What follows belongs to an exercise in optimizing a design on an open flow for small area, a short achievable clock period and few clock cycles per item; a production flow would make more cautious choices.
Only simulation tests tie the RTL to the original design; equivalence was not proved.
Power is estimated from default activity; no workload was simulated.

==> design/flow/design.v <==
module execute_md #(
    parameter int unsigned MUL_STEP = 1
) (
    input  logic        clk,
    input  logic        rst,
    input  logic        valid_id_ex,
    input  logic        flush_id_ex,
    input  logic        mem_stall,
    input  logic [3:0]  alu_op_id_ex,
    input  logic        alu_sel_id_ex,
    input  logic [3:0]  md_op_id_ex,
    input  logic [31:0] imm_id_ex,
    input  logic [31:0] rs_data_id_ex,
    input  logic [31:0] rt_data_id_ex,
    input  logic        mem_en_id_ex,
    input  logic        rd_en_id_ex,
    input  logic        rd_data_sel_id_ex,
    input  logic [4:0]  rd_addr_id_ex,
    output logic        stall_ex_id,
    output logic        valid_ex_mem,
    output logic [31:0] alu_data_ex_mem,
    output logic [31:0] rt_data_ex_mem,
    output logic        rd_en_ex_mem,
    output logic        mem_en_ex_mem,
    output logic        rd_data_sel_ex_mem,
    output logic [4:0]  rd_addr_ex_mem,
    output logic        md_busy
);
    localparam int unsigned N = 32 / MUL_STEP;
    typedef enum logic [3:0] {
        MD_NONE  = 4'd0,
        MD_MULT  = 4'd1,
        MD_MULTU = 4'd2,
        MD_MFHI  = 4'd3,
        MD_MFLO  = 4'd4,
        MD_MTHI  = 4'd5,
        MD_MTLO  = 4'd6,
        MD_DIV   = 4'd8,
        MD_DIVU  = 4'd9
    } md_op_t;
    typedef enum logic [3:0] {
        ALU_ADD  = 4'd0,
        ALU_SUB  = 4'd1,
        ALU_AND  = 4'd2,
        ALU_OR   = 4'd3,
        ALU_XOR  = 4'd4,
        ALU_NOR  = 4'd5,
        ALU_SLT  = 4'd6,
        ALU_SLTU = 4'd7,
        ALU_SLL  = 4'd8,
        ALU_SRL  = 4'd9,
        ALU_SRA  = 4'd10,
        ALU_LUI  = 4'd11
    } alu_op_t;
    typedef enum logic [1:0] {S_IDLE, S_MUL, S_DIV} state_t;
    state_t      r_state;
    logic        r_busy;
    logic [5:0]  r_cnt;
    logic [31:0] r_hi;
    logic [31:0] r_lo;
    logic [63:0] r_acc;
    logic [63:0] r_mcand;
    logic [31:0] r_mplier;
    logic        r_sign;
    logic        r_valid;
    logic [31:0] r_alu_data;
    logic [31:0] r_rt_data;
    logic        r_rd_en;
    logic        r_mem_en;
    logic        r_rd_sel;
    logic [4:0]  r_rd_addr;
    logic        w_is_mul;
    logic        w_is_mul_signed;
    logic        w_is_div;
    logic        w_is_div_signed;
    logic        w_hilo_op;
    logic        w_rd_block;
    logic        w_interlock;
    logic        w_accept;
    logic [31:0] w_alu_b;
    logic [31:0] w_alu_res;
    logic [31:0] w_ex_data;
    logic [31:0] w_rs_abs;
    logic [31:0] w_rt_abs;
    logic        w_mul_sign;
    logic [63:0] w_acc_next;
    logic [63:0] w_product;
    logic [31:0] r_rem;
    logic [31:0] r_quo;
    logic [31:0] r_dvsr;
    logic [31:0] r_dvnd_raw;
    logic        r_div_zero;
    logic        r_q_neg;
    logic        r_r_neg;
    logic [32:0] w_shift;
    logic [32:0] w_sub;
    logic        w_ge;
    logic [31:0] w_rem_next;
    logic [31:0] w_quo_next;
    always_comb begin
        w_is_mul        = (md_op_id_ex == MD_MULT) || (md_op_id_ex == MD_MULTU);
        w_is_mul_signed = (md_op_id_ex == MD_MULT);
        w_is_div        = (md_op_id_ex == MD_DIV) || (md_op_id_ex == MD_DIVU);
        w_is_div_signed = (md_op_id_ex == MD_DIV);
        w_rd_block  = w_is_mul || w_is_div ||
                      (md_op_id_ex == MD_MTHI) || (md_op_id_ex == MD_MTLO);
        w_hilo_op   = w_rd_block ||
                      (md_op_id_ex == MD_MFHI) || (md_op_id_ex == MD_MFLO);
        w_interlock = valid_id_ex & ~flush_id_ex & w_hilo_op & r_busy;
        w_accept    = valid_id_ex & ~flush_id_ex & ~mem_stall & ~w_interlock;
        stall_ex_id = mem_stall | w_interlock;
    end
    always_comb begin
        w_alu_b   = alu_sel_id_ex ? imm_id_ex : rt_data_id_ex;
        w_alu_res = '0;
        case (alu_op_id_ex)
            ALU_ADD:  w_alu_res = rs_data_id_ex + w_alu_b;
            ALU_SUB:  w_alu_res = rs_data_id_ex - w_alu_b;
            ALU_AND:  w_alu_res = rs_data_id_ex & w_alu_b;
            ALU_OR:   w_alu_res = rs_data_id_ex | w_alu_b;
            ALU_XOR:  w_alu_res = rs_data_id_ex ^ w_alu_b;
            ALU_NOR:  w_alu_res = ~(rs_data_id_ex | w_alu_b);
            ALU_SLT:  w_alu_res = {31'd0, $signed(rs_data_id_ex) < $signed(w_alu_b)};
            ALU_SLTU: w_alu_res = {31'd0, rs_data_id_ex < w_alu_b};
            ALU_SLL:  w_alu_res = rs_data_id_ex << w_alu_b[4:0];
            ALU_SRL:  w_alu_res = rs_data_id_ex >> w_alu_b[4:0];
            ALU_SRA:  w_alu_res = $unsigned($signed(rs_data_id_ex) >>> w_alu_b[4:0]);
            ALU_LUI:  w_alu_res = {w_alu_b[15:0], 16'd0};
            default:  w_alu_res = '0;
        endcase
        if (md_op_id_ex == MD_MFHI)
            w_ex_data = r_hi;
        else if (md_op_id_ex == MD_MFLO)
            w_ex_data = r_lo;
        else
            w_ex_data = w_alu_res;
    end
    always_comb begin
        w_rs_abs   = ((w_is_mul_signed || w_is_div_signed) && rs_data_id_ex[31]) ?
                     (~rs_data_id_ex + 32'd1) : rs_data_id_ex;
        w_rt_abs   = ((w_is_mul_signed || w_is_div_signed) && rt_data_id_ex[31]) ?
                     (~rt_data_id_ex + 32'd1) : rt_data_id_ex;
        w_mul_sign = w_is_mul_signed & (rs_data_id_ex[31] ^ rt_data_id_ex[31]);
    end
    always_comb begin
        w_acc_next = r_acc;
        for (int unsigned j = 0; j < MUL_STEP; j++) begin
            if (r_mplier[j[4:0]])
                w_acc_next = w_acc_next + (r_mcand << j);
        end
        w_product = r_sign ? (~w_acc_next + 64'd1) : w_acc_next;
    end
    always_comb begin
        w_shift    = {r_rem, r_quo[31]};
        w_ge       = (w_shift >= {1'b0, r_dvsr});
        w_sub      = w_shift - {1'b0, r_dvsr};
        w_rem_next = w_ge ? w_sub[31:0] : w_shift[31:0];
        w_quo_next = {r_quo[30:0], w_ge};
    end
    always_ff @(posedge clk) begin
        if (rst) begin
            r_state  <= S_IDLE;
            r_busy   <= 1'b0;
            r_cnt    <= '0;
            r_hi     <= '0;
            r_lo     <= '0;
            r_acc    <= '0;
            r_mcand  <= '0;
            r_mplier <= '0;
            r_sign   <= 1'b0;
            r_rem      <= '0;
            r_quo      <= '0;
            r_dvsr     <= '0;
            r_dvnd_raw <= '0;
            r_div_zero <= 1'b0;
            r_q_neg    <= 1'b0;
            r_r_neg    <= 1'b0;
        end else begin
            case (r_state)
                S_IDLE: begin
                    if (w_accept && w_is_mul) begin
                        r_state  <= S_MUL;
                        r_busy   <= 1'b1;
                        r_cnt    <= 6'(N);
                        r_acc    <= '0;
                        r_mcand  <= {32'd0, w_rs_abs};
                        r_mplier <= w_rt_abs;
                        r_sign   <= w_mul_sign;
                    end else if (w_accept && w_is_div) begin
                        r_state    <= S_DIV;
                        r_busy     <= 1'b1;
                        r_cnt      <= 6'd32;
                        r_rem      <= '0;
                        r_quo      <= w_rs_abs;
                        r_dvsr     <= w_rt_abs;
                        r_dvnd_raw <= rs_data_id_ex;
                        r_div_zero <= (rt_data_id_ex == 32'd0);
                        r_q_neg    <= w_is_div_signed & (rs_data_id_ex[31] ^ rt_data_id_ex[31]);
                        r_r_neg    <= w_is_div_signed & rs_data_id_ex[31];
                    end else if (w_accept && (md_op_id_ex == MD_MTHI)) begin
                        r_hi <= rs_data_id_ex;
                    end else if (w_accept && (md_op_id_ex == MD_MTLO)) begin
                        r_lo <= rs_data_id_ex;
                    end
                end
                S_MUL: begin
                    r_cnt    <= r_cnt - 6'd1;
                    r_acc    <= w_acc_next;
                    r_mcand  <= r_mcand << MUL_STEP;
                    r_mplier <= r_mplier >> MUL_STEP;
                    if (r_cnt == 6'd1) begin
                        {r_hi, r_lo} <= w_product;
                        r_busy       <= 1'b0;
                        r_state      <= S_IDLE;
                    end
                end
                S_DIV: begin
                    r_cnt <= r_cnt - 6'd1;
                    r_rem <= w_rem_next;
                    r_quo <= w_quo_next;
                    if (r_cnt == 6'd1) begin
                        if (r_div_zero) begin
                            r_lo <= '1;
                            r_hi <= r_dvnd_raw;
                        end else begin
                            r_lo <= r_q_neg ? (~w_quo_next + 32'd1) : w_quo_next;
                            r_hi <= r_r_neg ? (~w_rem_next + 32'd1) : w_rem_next;
                        end
                        r_busy  <= 1'b0;
                        r_state <= S_IDLE;
                    end
                end
                default: begin
                    r_state <= S_IDLE;
                    r_busy  <= 1'b0;
                end
            endcase
        end
    end
    always_ff @(posedge clk) begin
        if (rst) begin
            r_valid    <= 1'b0;
            r_alu_data <= '0;
            r_rt_data  <= '0;
            r_rd_en    <= 1'b0;
            r_mem_en   <= 1'b0;
            r_rd_sel   <= 1'b0;
            r_rd_addr  <= '0;
        end else if (!mem_stall) begin
            if (w_accept) begin
                r_valid    <= 1'b1;
                r_alu_data <= w_ex_data;
                r_rt_data  <= rt_data_id_ex;
                r_rd_en    <= rd_en_id_ex & ~w_rd_block;
                r_mem_en   <= mem_en_id_ex;
                r_rd_sel   <= rd_data_sel_id_ex;
                r_rd_addr  <= rd_addr_id_ex;
            end else begin
                r_valid  <= 1'b0;
                r_rd_en  <= 1'b0;
                r_mem_en <= 1'b0;
            end
        end
    end
    assign valid_ex_mem       = r_valid;
    assign alu_data_ex_mem    = r_alu_data;
    assign rt_data_ex_mem     = r_rt_data;
    assign rd_en_ex_mem       = r_rd_en;
    assign mem_en_ex_mem      = r_mem_en;
    assign rd_data_sel_ex_mem = r_rd_sel;
    assign rd_addr_ex_mem     = r_rd_addr;
    assign md_busy            = r_busy;
endmodule
==> design/flow/run.sh <==
#!/bin/bash
# synth_recipe.tcl (not shown) runs the flow's synth.tcl, then flattens the netlist and writes it again
# the make line also repeats each setting of config.mk as NAME=value (left out here)
make -C /OpenROAD-flow-scripts/flow DESIGN_CONFIG=/design/flow/config.mk WORK_HOME=/design/flow/orfs CLKGATE_MAP_FILE= SYNTH_SCRIPT=/design/flow/synth_recipe.tcl finish
==> design/flow/config.mk <==
export PLATFORM = sky130hd
export DESIGN_NAME = execute_md
export DESIGN_NICKNAME = execute_md
export VERILOG_FILES = /design/flow/design.v
export SDC_FILE = /design/flow/constraint.sdc
export NUM_CORES = 4
export LEC_CHECK = 0
export CAP_MARGIN = 20
export CORE_MARGIN = 2
export CORE_UTILIZATION = 40
export SLEW_MARGIN = 20
==> design/flow/constraint.sdc <==
create_clock -name core_clock -period 6.0 [get_ports {clk}]
set_input_delay 1.2000 -clock core_clock [delete_from_list [all_inputs] [get_ports {clk}]]
set_output_delay 1.2000 -clock core_clock [all_outputs]
set_load 0.01 [all_outputs]
==> PnR_summary.wiki <==
{| class="wikitable"
! Metric !! Value
|-
| Starting density of the core || 40.5%
|-
| Average detailed-routed wire length per instance || about 28 µm
|-
| Critical-path cell list || ha_1 > nand4_1 > nor3_1 > a21oi_1 > a211oi_1 > nor3_1 > o2111ai_1 > nand4_1 > buf_4 > or4_1 > or3_1 > o41ai_1 > xor2_1 > o2111ai_1 > a22o_1
|-
| Layout cells sized above 1 || between 8 and 9%
|-
| Clock net sink count || between 400 and 500
|-
| Slew of the pin with the lowest slew margin || between 1000 and 1500 ps
|-
| Setup repair after global routing missed its margin || no
|-
| Largest voltage drop on the vdd net || roughly 0.21 mV
|-
| Die span in x || between 300 and 400 µm
|-
| Initial antenna violation count || 3
|-
| Root buffer cell || sky130_fd_sc_hd__clkbuf_16
|-
| Vert. Die Dim || 317 µm
|-
| Core area || between 90000 and 100000 µm²
|-
| Final nets || between 5000 and 6000
|-
| Detail-routed via count per cell || 6.52
|-
| Sum of routed wire length over all layers || 195000 µm
|-
| Setup Crit Path Kind || reg -> reg
|-
| Most common cell in the synthesized netlist || sky130_fd_sc_hd__nand2_1
|-
| Final-layout worst hold slack || ~450 ps
|-
| Final setup violation count || 0
|-
| Fmax || between 150 and 200 MHz
|-
| Pleak || approximately 17 nW
|-
| Result of the run || no timing/DRC/antenna violations
|-
| First DRT Iteration DRCs || 6188
|-
| Crit path max fanout || 10
|-
| Maximum capacitance violations || 0
|-
| First-pass GRT wire length || approximately 280000 µm
|-
| Period minus WS final || around 5700 ps
|-
| Library cell occupying the most area in the post-synthesis netlist || sky130_fd_sc_hd__dfxtp_1
|-
| Post-layout util || 46.7%
|-
| Hold buffers post-CTS || 0
|-
| Largest net degree at the start of global routing || 119
|-
| Seq/Total Area, Yosys || 22.4%
|-
| Worst stage delay on the critical path || between 600 and 700 ps
|-
| H-tree lvl count || 2
|-
| Post-route fraction of the period consumed by the critical path || a little over nine tenths
|-
| Clk slew on worst S/H paths || 60 ps
|-
| Deepest clock path buffer count || 3
|-
| Post-synthesis sequential element count || approximately 440
|-
| Final hold violation count || 0
|-
| DP Wirelength || around 150000 µm
|-
| Die footprint || 101000 µm²
|-
| Max Slew Vio Count || 0
|-
| Vias in the first global route || 41500
|-
| Boundary Pins || around 190
|-
| Proportion of netlist area held by the largest area contributor || between 20 and 25%
|-
| Dpl cells || 6882
|-
| Cell Rows || ~110
|-
| Post-synthesis average cell area || ~7 µm²
|-
| Power per cell area || about 240 nW/µm²
|-
| Dominant cells by area after synthesis || sky130_fd_sc_hd__dfxtp_1, sky130_fd_sc_hd__a21oi_1, sky130_fd_sc_hd__nand2_1
|-
| Grt ovf || 0
|-
| Cell area after synthesis || 39200 µm²
|-
| Min-Delay Path Class || reg -> reg
|-
| Library cell contributing the largest single delay on the critical path || sky130_fd_sc_hd__a211oi_1
|-
| IO Port Bufs || 192
|-
| DRC viols || 0
|-
| Final-layout setup total negative slack || 0 ps
|-
| Data arrival time of the critical path || 6260 ps
|-
| Gate Count Post-Synth || 5591
|-
| Required time worst endpoint || roughly 6600 ps
|-
| Clock Latency Late Sink || just under 700 ps
|-
| Number of vias in the routed layout || 45500
|-
| Number of gates resized after CTS || 0
|-
| Count of flip-flops with a built-in enable after synthesis || 0
|-
| Type of destination of the critical path || flop
|-
| Detail Route Antenna Nets || 0
|-
| Synth top cells by count || sky130_fd_sc_hd__nand2_1, sky130_fd_sc_hd__nor2_1, sky130_fd_sc_hd__a21oi_1
|-
| Post-layout instance count excluding filler cells || between 6000 and 7000
|-
| Count of distinct cell types in the synthesized netlist || 102
|-
| Aggregate global-route resource usage || ~37%
|-
| Number of warning messages in the yosys log || 1
|-
| Worst Setup Start Kind || flop
|-
| Dominant synthesized flop cell || sky130_fd_sc_hd__dfxtp_1
|-
| Clock tree from TritonCTS || built
|-
| Placer Congestion || about 1.1
|-
| Fill cells || ~10000
|-
| Buffers inserted during post-CTS setup optimization || 0
|-
| Post-Syn Nets || 5916
|-
| Headroom to the max-slew limit || about a fifth
|-
| Number of buffers inserted during clock tree synthesis || 56
|-
| Post-synth ARST share || 0%
|-
| Area growth syn-to-layout || 15.3%
|-
| Router iterations before antenna repair || 9
|-
| Setup clock skew after layout || roughly 54 ps
|}
## routing by layer
metal	share of wire, %	wire length [µm]	global-route usage (%)
met1	39	76800	48.2
met2	43	83000	56.2
met3	9.8	19100	7.04
met4	8.3	16200	25.8
met5	0.033	65	0
## flip-flops by register name, indices dropped and copies added (netlist names), 6 cells and up
name	flops
r_hi	32
r_alu_data	32
r_rt_data	32
r_lo	32
r_quo	32
r_mcand	64
r_mplier	32
r_acc	64
r_rem	32
r_dvsr	32
r_dvnd_raw	32
r_cnt	6
## worst max-delay path, delay by kind of cell (launching register included)
kind | cells | cell delay (ps)
compound gates | 6 | 2090
xor+xnor | 1 | 260
fa+ha+maj | 1 | 480
buf+inv | 1 | 170
simple gates | 6 | 2220
flops | 1 | 370
## final timing paths
| kind | startpoint | end | slack, ps | cells past startpoint |
|---|---|---|---|---|
| min | r_mplier[20] | r_mplier[20] | 450 | 2 |
| max reg2reg | r_mcand[21] | r_hi[22] | 310 | 15 |
| min reg2reg | r_mplier[20] | r_mplier[20] | 450 | 2 |
| max | r_mcand[21] | r_hi[22] | 310 | 15 |
## cells in the final DEF (no fill, tap or decap), types with 23 or more instances in the layout
cell type / instances
sky130_fd_sc_hd__nor2b_1: 27
sky130_fd_sc_hd__clkbuf_16: 57
sky130_fd_sc_hd__a21o_1: 70
sky130_fd_sc_hd__nand3b_1: 23
sky130_fd_sc_hd__clkdlybuf4s50_1: 190
sky130_fd_sc_hd__nand2b_1: 33
sky130_fd_sc_hd__mux2i_1: 131
sky130_fd_sc_hd__xor2_1: 77
sky130_fd_sc_hd__nand4_1: 71
sky130_fd_sc_hd__o21bai_1: 28
sky130_fd_sc_hd__inv_1: 162
sky130_fd_sc_hd__nand2_1: 766
sky130_fd_sc_hd__or3_1: 48
sky130_fd_sc_hd__a221oi_1: 94
sky130_fd_sc_hd__a211oi_1: 97
sky130_fd_sc_hd__dfxtp_1: 436
sky130_fd_sc_hd__mux4_2: 24
sky130_fd_sc_hd__o31ai_1: 66
sky130_fd_sc_hd__o21ai_0: 373
sky130_fd_sc_hd__ha_1: 201
sky130_fd_sc_hd__nor4_1: 45
sky130_fd_sc_hd__a21oi_1: 578
sky130_fd_sc_hd__buf_4: 248
sky130_fd_sc_hd__a31oi_1: 36
sky130_fd_sc_hd__and3_1: 30
sky130_fd_sc_hd__a22oi_1: 95
sky130_fd_sc_hd__o41ai_1: 34
sky130_fd_sc_hd__o21a_1: 39
sky130_fd_sc_hd__nand3_1: 66
sky130_fd_sc_hd__nor3_1: 135
sky130_fd_sc_hd__nor2_1: 702
sky130_fd_sc_hd__o211ai_1: 68
sky130_fd_sc_hd__xnor2_1: 147
## per-stage QoR
stage | setup WS [ps] | total power, W | instance area, µm²
2_1_floorplan | -2.36 | 0.00575 | 39200
3_3_place_gp | -168 | 0.00728 | 43200
3_5_place_dp | -113 | 0.00728 | 43200
4_1_cts | 294 | 0.0109 | 45200
5_1_grt | 55.8 | 0.0114 | 45200
6_report | 315 | 0.0110 | 45200
## logic make-up (layout without fill, tap and decap cells)
family | count (synthesis) | after routing | synth area share [%]
AO/OA/AOI/OAI | 1883 | 1883 | 31.4
XOR/XNOR | 224 | 224 | 5.00
adder cells (fa/ha/maj) | 207 | 207 | 6.68
buffers and inverters | 598 | 716 | 5.85
flip-flops | 438 | 438 | 22.4
multiplexers | 176 | 176 | 5.31
other | 0 | 2 | 0
AND/OR/NAND/NOR | 2065 | 2065 | 23.4
## layout make-up
| type | count | area (µm²) | area share (%) |
|---|---|---|---|
| clock inverters | 20 | 288 | 0.637 |
| clock buffers | 83 | 1680 | 3.72 |
| diodes | 2 | 5.00 | 0.0111 |
| multi-input cells | 4555 | 28400 | 62.7 |
| flip-flops and latches | 438 | 8770 | 19.4 |
| inverters | 168 | 631 | 1.39 |
| repair buffers | 445 | 3880 | 8.59 |
| well taps | 1276 | 1600 | 3.53 |
## power breakdown
group / internal [W] / switching (W) / leakage, nW
clock: 0.00216 / 0.00149 / 0.967
sequential: 0.00310 / 0.000201 / 3.54
combinational: 0.00132 / 0.00275 / 12.7
total: 0.00658 / 0.00445 / 17.2
Testbench counts, summed over its fixed seeds: cycles 91,735, instrs 18,000.

==> port drivers added, routing unchanged <==
Ports are ideal in the flow. The routed layout listed here was re-timed in OpenROAD.
Step 1 sets driving cells, clkbuf_16 on the clock port and buf_2 on the other inputs (assumed; they add their load-dependent delay and slew).
Step 2 adds t to the input delays and takes it off the output delays; t is the mean of the earliest and latest rising clock arrival at the registers after step 1. Input paths then give back, and output paths get back, about the clock's delay inside the block.
Slacks: no drivers / after step 1 / after step 2; pairs: no drivers / after step 1.
shift t [ns]: 0.734
setup WS [ns]: 0.315 / 0.315 / -0.345
worst setup path after step 2: input to register
worst data-port slew with drivers (ns): 0.08
pins driven straight from the clock port: 1
With both steps, setup timing fails in this run, where it was met with ideal ports. For this run, drivers alone change the setup slack by 0.000 ns; drivers and shift together by -0.660 ns.
